What follows belongs to an exercise in optimizing a design on an open flow for small area, a short achievable clock period and few clock cycles per item; a production flow would make more cautious choices.
In this exercise RTL edits were held to simulation tests only and were not proved equivalent to the original.

==> flow/design.v (outline; a module is shown in full before it is edited, if it fits) <==
// module idct_coef_ring: 43 lines
// module idct_sequencer: 103 lines
// module idct_rowdot: 1209 lines
// module idct_coldot: 1877 lines
// module idct_top: 108 lines
module idct_top (
	input logic Clock,
	input logic Resetn,
	input logic start,
	input logic coef_we,
	input logic [5:0] coef_addr,
	input logic [15:0] coef_data_in,
	output logic pixel_valid,
	output logic [5:0] pixel_index,
	output logic [7:0] pixel_value,
	output logic busy,
	output logic done
);
  // ...
==> flow/flow/run.sh <==
#!/bin/bash
# Standard synthesis; then the inverters that synthesis leaves between full
# adders are removed (flow/fixinv.py flips adders, a full adder being
# self-dual); then the standard layout, with timing repair aimed at
# flow/margin.txt ns of setup slack.
set -euo pipefail
MARGIN=$(cat flow/margin.txt)
R=orfs/results/${FLOW_PLATFORM}/idct_top/base
bash standard.sh synth > synth.log 2>&1
python3 flow/fixinv.py $R/1_2_yosys.v $R/1_2_yosys_fixinv.v > fixinv.log 2>&1
cp $R/1_2_yosys.v $R/1_2_yosys_orig.v
cp $R/1_2_yosys_fixinv.v $R/1_2_yosys.v
rm -f $R/1_synth.odb $R/1_synth.sdc
bash standard.sh SETUP_SLACK_MARGIN=$MARGIN MATCH_CELL_FOOTPRINT=0 finish > layout.log 2>&1
==> flow/flow/fixinv.py <==
#!/usr/bin/env python3
"""Remove inverters around full adders in a flat Yosys netlist.

A full adder is self-dual: FA(~a, ~b, ~c) = (~sum, ~cout). Each fa cell may
therefore be "flipped" (fed the complements of its inputs, producing the
complements of its outputs) without changing the circuit's function. This
chooses flips that minimise the number of inverters needed, then rewires the
netlist: every signal keeps its driver, loads that need its complement share
one inverter. Usage: fixinv.py IN.v OUT.v
"""
import re
import sys
from collections import defaultdict

INV = re.compile(r"sky130_fd_sc_hd__(inv|clkinv)_\d+$")
FA = re.compile(r"sky130_fd_sc_hd__fa_\d+$")
OUTPINS = {"X", "Y", "Q", "Q_N", "SUM", "COUT", "HI", "LO"}

src = open(sys.argv[1]).read()
m = re.search(r"\bmodule\s+(\w+)\s*\((.*?)\);(.*)\bendmodule", src, re.S)
head_name, port_list, body = m.group(1), m.group(2), m.group(3)

# split body into statements
stmts = [s.strip() for s in body.split(";")]
decls = []
insts = []  # (type, name, {pin: net})
assigns = []
inst_re = re.compile(r"^(\S+)\s+(\S+)\s*\((.*)\)$", re.S)
pin_re = re.compile(r"\.(\w+)\s*\(\s*([^()]*?)\s*\)")
for s in stmts:
    if not s:
        continue
    if re.match(r"^(input|output|inout|wire|reg)\b", s):
        decls.append(s)
    elif s.startswith("assign"):
        assigns.append(s)
    else:
        mm = inst_re.match(s)
        if not mm:
            raise SystemExit(f"cannot parse: {s[:200]}")
        pins = dict(pin_re.findall(mm.group(3)))
        insts.append([mm.group(1), mm.group(2), pins])

ports = set()
for d in decls:
    if re.match(r"^(input|output|inout)\b", d):
        for n in re.findall(r"([A-Za-z_\\][\w$\\.\[\]]*)\s*$", d):
            ports.add(n)
        # vectors: port name is the last token
port_names = set()
for d in decls:
    mm = re.match(r"^(input|output|inout)\s+(\[[^\]]*\]\s*)?(\S+)$", d)
    if mm:
        port_names.add(mm.group(3))


def is_port_net(n):
    base = re.sub(r"\s*\[\d+\]$", "", n)
    return base in port_names


# nets named in assigns are treated as fixed (not rewired)
assign_nets = set()
for a in assigns:
    for n in re.findall(r"([A-Za-z_\\][\w$\\.]*(?:\s*\[\d+\])?)", a[6:]):
        assign_nets.add(n.strip())

driver = {}
loads = defaultdict(list)  # net -> [(inst index, pin)]
for i, (t, name, pins) in enumerate(insts):
    for p, n in pins.items():
        if not n:
            continue
        if p in OUTPINS:
            driver[n] = (i, p)
        else:
            loads[n].append((i, p))

is_inv = [bool(INV.match(t)) for t, _, _ in insts]
is_fa = [bool(FA.match(t)) for t, _, _ in insts]

# canonical root and polarity of each net
root = {}


def find(n):
    if n in root:
        return root[n]
    d = driver.get(n)
    if d is not None and is_inv[d[0]]:
        a = insts[d[0]][2]["A"]
        r, pol = find(a)
        root[n] = (r, pol ^ 1)
    else:
        root[n] = (n, 0)
    return root[n]


allnets = set(driver) | set(loads)
for n in allnets:
    find(n)

classes = defaultdict(list)  # root -> nets
for n, (r, pol) in root.items():
    classes[r].append(n)

# a class is fixed if any of its nets is a port, in an assign, or a constant
fixed_class = set()
for r, nets in classes.items():
    for n in nets:
        if is_port_net(n) or n in assign_nets or n.startswith("1'b") or "'" in n:
            fixed_class.add(r)
            break
    if r not in driver:
        fixed_class.add(r)

# flippable FAs: all pins on non-fixed classes
flippable = []
for i in range(len(insts)):
    if not is_fa[i]:
        continue
    pins = insts[i][2]
    ok = all(p in pins and pins[p] and root[pins[p]][0] not in fixed_class
             for p in ("A", "B", "CIN", "SUM", "COUT"))
    if ok:
        flippable.append(i)
flip = defaultdict(int)
fl_set = set(flippable)

# demands per class: list of (inst, pin, polarity wrt root value)
demands = defaultdict(list)
for n, ls in loads.items():
    r, pol = root[n]
    for (i, p) in ls:
        if is_inv[i]:
            continue
        demands[r].append((i, p, pol))
src_fa = {}
for r in classes:
    d = driver.get(r)
    if d is not None and is_fa[d[0]]:
        src_fa[r] = d[0]


def cost(r):
    if r in fixed_class:
        return 0
    s = flip[src_fa[r]] if r in src_fa else 0
    for (i, p, pol) in demands[r]:
        q = pol ^ (flip[i] if (is_fa[i] and i in fl_set) else 0)
        if q ^ s:
            return 1
    return 0


touch = defaultdict(set)  # FA -> classes affected
for i in flippable:
    for p in ("A", "B", "CIN", "SUM", "COUT"):
        touch[i].add(root[insts[i][2][p]][0])

before = sum(cost(r) for r in classes)
improved = True
passes = 0
while improved and passes < 50:
    improved = False
    passes += 1
    for i in flippable:
        cs = touch[i]
        c0 = sum(cost(r) for r in cs)
        flip[i] ^= 1
        c1 = sum(cost(r) for r in cs)
        if c1 < c0:
            improved = True
        else:
            flip[i] ^= 1
after = sum(cost(r) for r in classes)
sys.stderr.write(f"fixinv: {len(flippable)} flippable adders, inverters {before} -> {after} "
                 f"({sum(is_inv)} inverter cells before), {passes} passes\n")

# rebuild: drop inverters of non-fixed classes, rewire loads
keep = [True] * len(insts)
new_insts = []
for r, nets in classes.items():
    if r in fixed_class:
        continue
    for n in nets:
        d = driver.get(n)
        if d is not None and is_inv[d[0]]:
            keep[d[0]] = False
    s = flip[src_fa[r]] if r in src_fa else 0
    need_inv = False
    inv_net = None
    for (i, p, pol) in demands[r]:
        q = pol ^ (flip[i] if (is_fa[i] and i in fl_set) else 0)
        if q ^ s:
            need_inv = True
    if need_inv:
        # reuse a net name that was an inverted copy, else make one
        cands = [n for n in nets if root[n][1] == 1]
        inv_net = cands[0] if cands else None
        if inv_net is None:
            inv_net = f"_fixinv_{len(new_insts)}_"
            decls.append(f"wire {inv_net}")
        new_insts.append(["sky130_fd_sc_hd__inv_1", f"_fixinv_i{len(new_insts)}_",
                          {"A": r, "Y": inv_net}])
    for (i, p, pol) in demands[r]:
        q = pol ^ (flip[i] if (is_fa[i] and i in fl_set) else 0)
        insts[i][2][p] = inv_net if (q ^ s) else r

def fmt(n):
    return n + " " if n.startswith("\\") else n


out = [f"module {head_name}({port_list});"]
for d in decls:
    out.append(f"  {d} ;")
for a in assigns:
    out.append(f"  {a} ;")
for k, (t, name, pins) in enumerate(insts):
    if not keep[k]:
        continue
    ps = ", ".join(f".{p}({fmt(n)})" for p, n in pins.items())
    out.append(f"  {t} {name} ({ps});")
for t, name, pins in new_insts:
    ps = ", ".join(f".{p}({fmt(n)})" for p, n in pins.items())
    out.append(f"  {t} {name} ({ps});")
out.append("endmodule")
open(sys.argv[2], "w").write("\n".join(out) + "\n")
==> flow/flow/margin.txt <==
7.5
==> flow/standard.sh <==
#!/bin/bash
# synth_recipe.tcl (not shown) runs the flow's synth.tcl, then flattens the netlist and writes it again
# the make line also repeats each setting of config.mk as NAME=value (left out here)
make -C /OpenROAD-flow-scripts/flow DESIGN_CONFIG=/design/flow/config.mk WORK_HOME=/design/flow/orfs CLKGATE_MAP_FILE= SYNTH_SCRIPT=/design/flow/synth_recipe.tcl "${@:-finish}"
==> flow/config.mk <==
export PLATFORM = sky130hd
export DESIGN_NAME = idct_top
export DESIGN_NICKNAME = idct_top
export VERILOG_FILES = /design/flow/design.v
export SDC_FILE = /design/flow/constraint.sdc
export NUM_CORES = 4
export LEC_CHECK = 0
export CAP_MARGIN = 20
export CORE_MARGIN = 2
export CORE_UTILIZATION = 40
export CTS_BUF_LIST = sky130_fd_sc_hd__clkbuf_8 sky130_fd_sc_hd__clkbuf_16
export CTS_CLUSTER_DIAMETER = 100
export CTS_CLUSTER_SIZE = 12
export SLEW_MARGIN = 20
==> flow/constraint.sdc <==
create_clock -name core_clock -period 11.0 [get_ports {Clock}]
set_input_delay 2.2000 -clock core_clock [delete_from_list [all_inputs] [get_ports {Clock}]]
set_output_delay 2.2000 -clock core_clock [all_outputs]
set_load 0.01 [all_outputs]
==> results.ini, run 1 <==
[grt]
grtUsageMet2 = 0.358
first_global_vias = 46853
grt_pass1_wl_um = 304000
use_met3 = 0.0350
antenna_violations_before_repair = 8

[cells_and_area]
multi_input_comb_area_um2 = 38400
layout.cell_area.non_filler_um2 = 83900
area_growth_syn_to_layout_pct = 12.5
diodes = 1
clock_network_area_share = 0.0529
layout.nonclk_buf_frac = 0.0215
largest_registers = i_ring.ring (1024), sr (154), i_col.ct_r6 (127)
most-common-layout-cells = dfxtp_1, fa_1, a21oi_1

[min_path]
hold_path_class = register to register

[synth]
synthesis.instances = 6405
postSynthAreaPerCell_um2 = 11.6

[setup_path]
critPathMaxFanout = 3
end_kind = register
cpLargestDelayFamily = adder cells
crit-reg2reg-launch = i_ring.ring[49]$_DFF_P_

[timing]
post-route-period-util = 0.332
max_transition_viols_final = 0
worst_slew_pin_slew_ps = 1130

[run_status]
status = complete, no violations

[die]
design.portCount = 43

[run]
max_cap_viol_count = 0

Testbench counts, summed over its fixed seeds: cycles 13,856, blocks 96.
==> run 2, diff against run 1 <==
--- a/flow/config.mk
+++ b/flow/config.mk
@@ -8,7 +8,6 @@
 export CAP_MARGIN = 20
 export CORE_MARGIN = 2
 export CORE_UTILIZATION = 40
-export CTS_BUF_LIST = sky130_fd_sc_hd__clkbuf_8 sky130_fd_sc_hd__clkbuf_16
-export CTS_CLUSTER_DIAMETER = 100
-export CTS_CLUSTER_SIZE = 12
+export CTS_CLUSTER_DIAMETER = 150
+export CTS_CLUSTER_SIZE = 20
 export SLEW_MARGIN = 20
==> run 2 against run 1 <==
Critical path depth rose by 1. First-iteration DRC count fell by 3.9%. Non-clock buffer count fell by 17. Synthesized cell count did not move. Critical path type is now primary input to register. Register-to-register slack improved by 30 ps. Die area did not move. Global-route usage fell by 0.59 points. Highest routed layer unchanged. Area after synthesis did not move.
==> results.ini, run 2 <==
[grt]
antenna_violations_before_repair = 5  ; -3
largest_net_degree_at_the_start_of_global_routing = 185
grt_remaining_overflow = 0
groute.usage.overall = 0.208
grt_pass1_wl_um = 297000  ; -2.5%
first_global_vias = 46020  ; -1.8%

[cts]
worst_case_clock_buffer_depth = 3
tritoncts_clock_tree = yes
clkSlewWorstSetupHoldPaths_ps = 90
cts_buffers = 94
cts_sinks = 1688
clkLatencyLatePin_ps = 780
cts_root_buffer = clkbuf_16
cts.htree.levels = 3

[setup_path]
start_kind = primary input
cpLargestDelayFamily = adder cells
critical-path-max-stage-delay_ps = 600
timing_worst_setup_path_type = primary input to register
critPathMostFrequentCell = ha_4
end_kind = register
critical-path-slowest-cell = mux4_2
cp_cell_sequence = buf_8, ha_4, a21o_1, a21oi_4, ha_4, ha_4, mux4_2, o21a_4, xor2_1
timing.critical_path.arrival_ps = 4280
worst-path-buf-inv = 1
critPathMaxFanout = 8  ; +5
timing.critical_path.required_ps = 11640

[placement]
gp_congestion = 0.919
place.port_buffers = 42
detailed_place_hpwl_um = 140000

[die]
design.portCount = 43  ; unchanged
floorplan.die.width_um = 436
die_footprint_um2 = 190000
start_util = 0.402
die_height_um = 436
rows = 158
floorplan.core_area_um2 = 185000

[routing]
totalWireLength_um = 196000
wl_per_cell_um = 22.2
final_antenna_violating_net_count = 0
detail_route.vias_per_cell = 4.97
firstDrtPassIters = 7
detail_route.drc_violations = 0
num_vias = 43984
detailedRoute.firstIterationViolations = 3200

[synth]
synth_nets = 7581
postSynthAreaPerCell_um2 = 11.6  ; unchanged
netlist_area_before_placement_um2 = 74500
synthesis.instances = 6405  ; unchanged
yosys_warnings = 6

[cells_and_area]
finalCoreUtilization = 0.441
drive_gt1_frac = 0.110
layout.filler_cells = 17081
largest-register = i_ring.ring
multi_input_comb_area_um2 = 38400  ; about the same
area_growth_syn_to_layout_pct = 9.71
largest_registers = i_ring.ring (1024), sr (154), i_col.ct_r6 (127)
most-common-layout-cells = dfxtp_1, fa_1, a21oi_1
layout_commonest_cell = dfxtp_1
register_cell_area_after_layout_um2 = 34400
largest_register_ff_count = 1024
nets = 7539

[run_status]
status = complete, no violations

[timing]
rsz0062_at_grt = yes
max_transition_viols_final = 0  ; unchanged
finalSetupViolCount = 0
final_hold_viol_count = 0
clock.fmax_mhz = 275
post-route-min-period_ps = 3640
final.setup_skew_ps = 44.9
post-route-period-util = 0.331  ; -0.00174
worst_slew_pin_slew_ps = 1180  ; +55.3 ps
slew-limit-headroom = 0.208
totalNegativeSetupSlack_ps = 0

[min_path]
hold_path_class = register to register

[run]
max_cap_viol_count = 0  ; unchanged

==> run 2: final cells by class <==
| cell class | count | share of cell area |
|---|---|---|
| Clock buffer | 100 | 0.0294 |
| Inverter | 458 | 0.0212 |
| Tap cell | 2480 | 0.0379 |
| Antenna cell | 1 | 0.0000306 |
| Clock inverter | 8 | 0.00173 |
| Sequential cell | 1688 | 0.420 |
| Timing Repair Buffer | 194 | 0.0196 |
| Multi-Input combinational cell | 3927 | 0.470 |
==> run 2: worst paths after layout <==
check	start	end	slack [ps]	cells after the start
max in group asynchronous	Resetn	i_sequencer.busy$_DFF_PN0_	8920	1
min in group asynchronous	Resetn	i_sequencer.tau2[0]$_DFF_PN0_	1490	1
worst min register to register	sr[2][11]$_DFF_P_	sr[1][11]$_DFF_P_	340	0
worst max-delay path	coef_addr[4]	i_sequencer.ring_data[4]$_DFF_P_	7360	9
worst max register to register	i_sequencer.tau[1]$_DFF_PN0_	i_col.ct_r6[50]$_DFF_P_	7370	11
worst min-delay path	sr[2][11]$_DFF_P_	sr[1][11]$_DFF_P_	340	0
==> run 2: timing repair <==
item,4_1_cts,5_1_grt
gates cloned,1,0
buffers inserted,67,30
gates resized for setup,351,134
endpoints found under the setup margin,145,113
pin swaps,111,137
hold buffers,0,0
==> run 2: metrics by stage <==
| step | hold WS, ps | std cells | instance area [um2] | worst slack, ps |
|---|---|---|---|---|
| floorplan | 331 | 6405 | 74700 | 6680 |
| global placement | 332 | 8645 | 77400 | 5720 |
| detailed placement | 335 | 8647 | 77400 | 5690 |
| CTS | 346 | 8823 | 81100 | 7300 |
| global route | 354 | 8855 | 81800 | 7300 |
| finish | 338 | 8856 | 81800 | 7360 |
==> run 2: metal layers <==
layer	track usage	vias up	part of all wire
li1	-	20411	-
met1	0.277	22186	0.44
met2	0.349	1052	0.48
met3	0.0301	335	0.049
met4	0.0679	0	0.036
met5	0	-	0

-- static timing again, ports no longer ideal --
How much do the figures lean on ideal ports? The routed layouts below were timed once more, with nothing changed but the port constraints.
Step 1 assumes that a clkbuf_16 drives the clock port and a buf_2 every other input.
Step 2 adds t to the input delays and takes it off the output delays; t is the mean of the earliest and latest rising clock arrival at the registers after step 1. Input paths then give back, and output paths get back, about the clock's delay inside the block.
Slacks: ideal / step 1 / step 2; pairs: ideal / step 1.
run	t, ns	setup slack, ns	clock arrival spread, ns
run 1	0.887	7.343 / 7.343 / 6.594	0.064 / 0.065
run 2	0.827	7.362 / 7.366 / 6.570	0.046 / 0.046
After both steps every run listed still meets setup and hold. For run 2, which loses most, drivers alone change the setup slack by +0.004 ns; drivers and shift together by -0.792 ns.
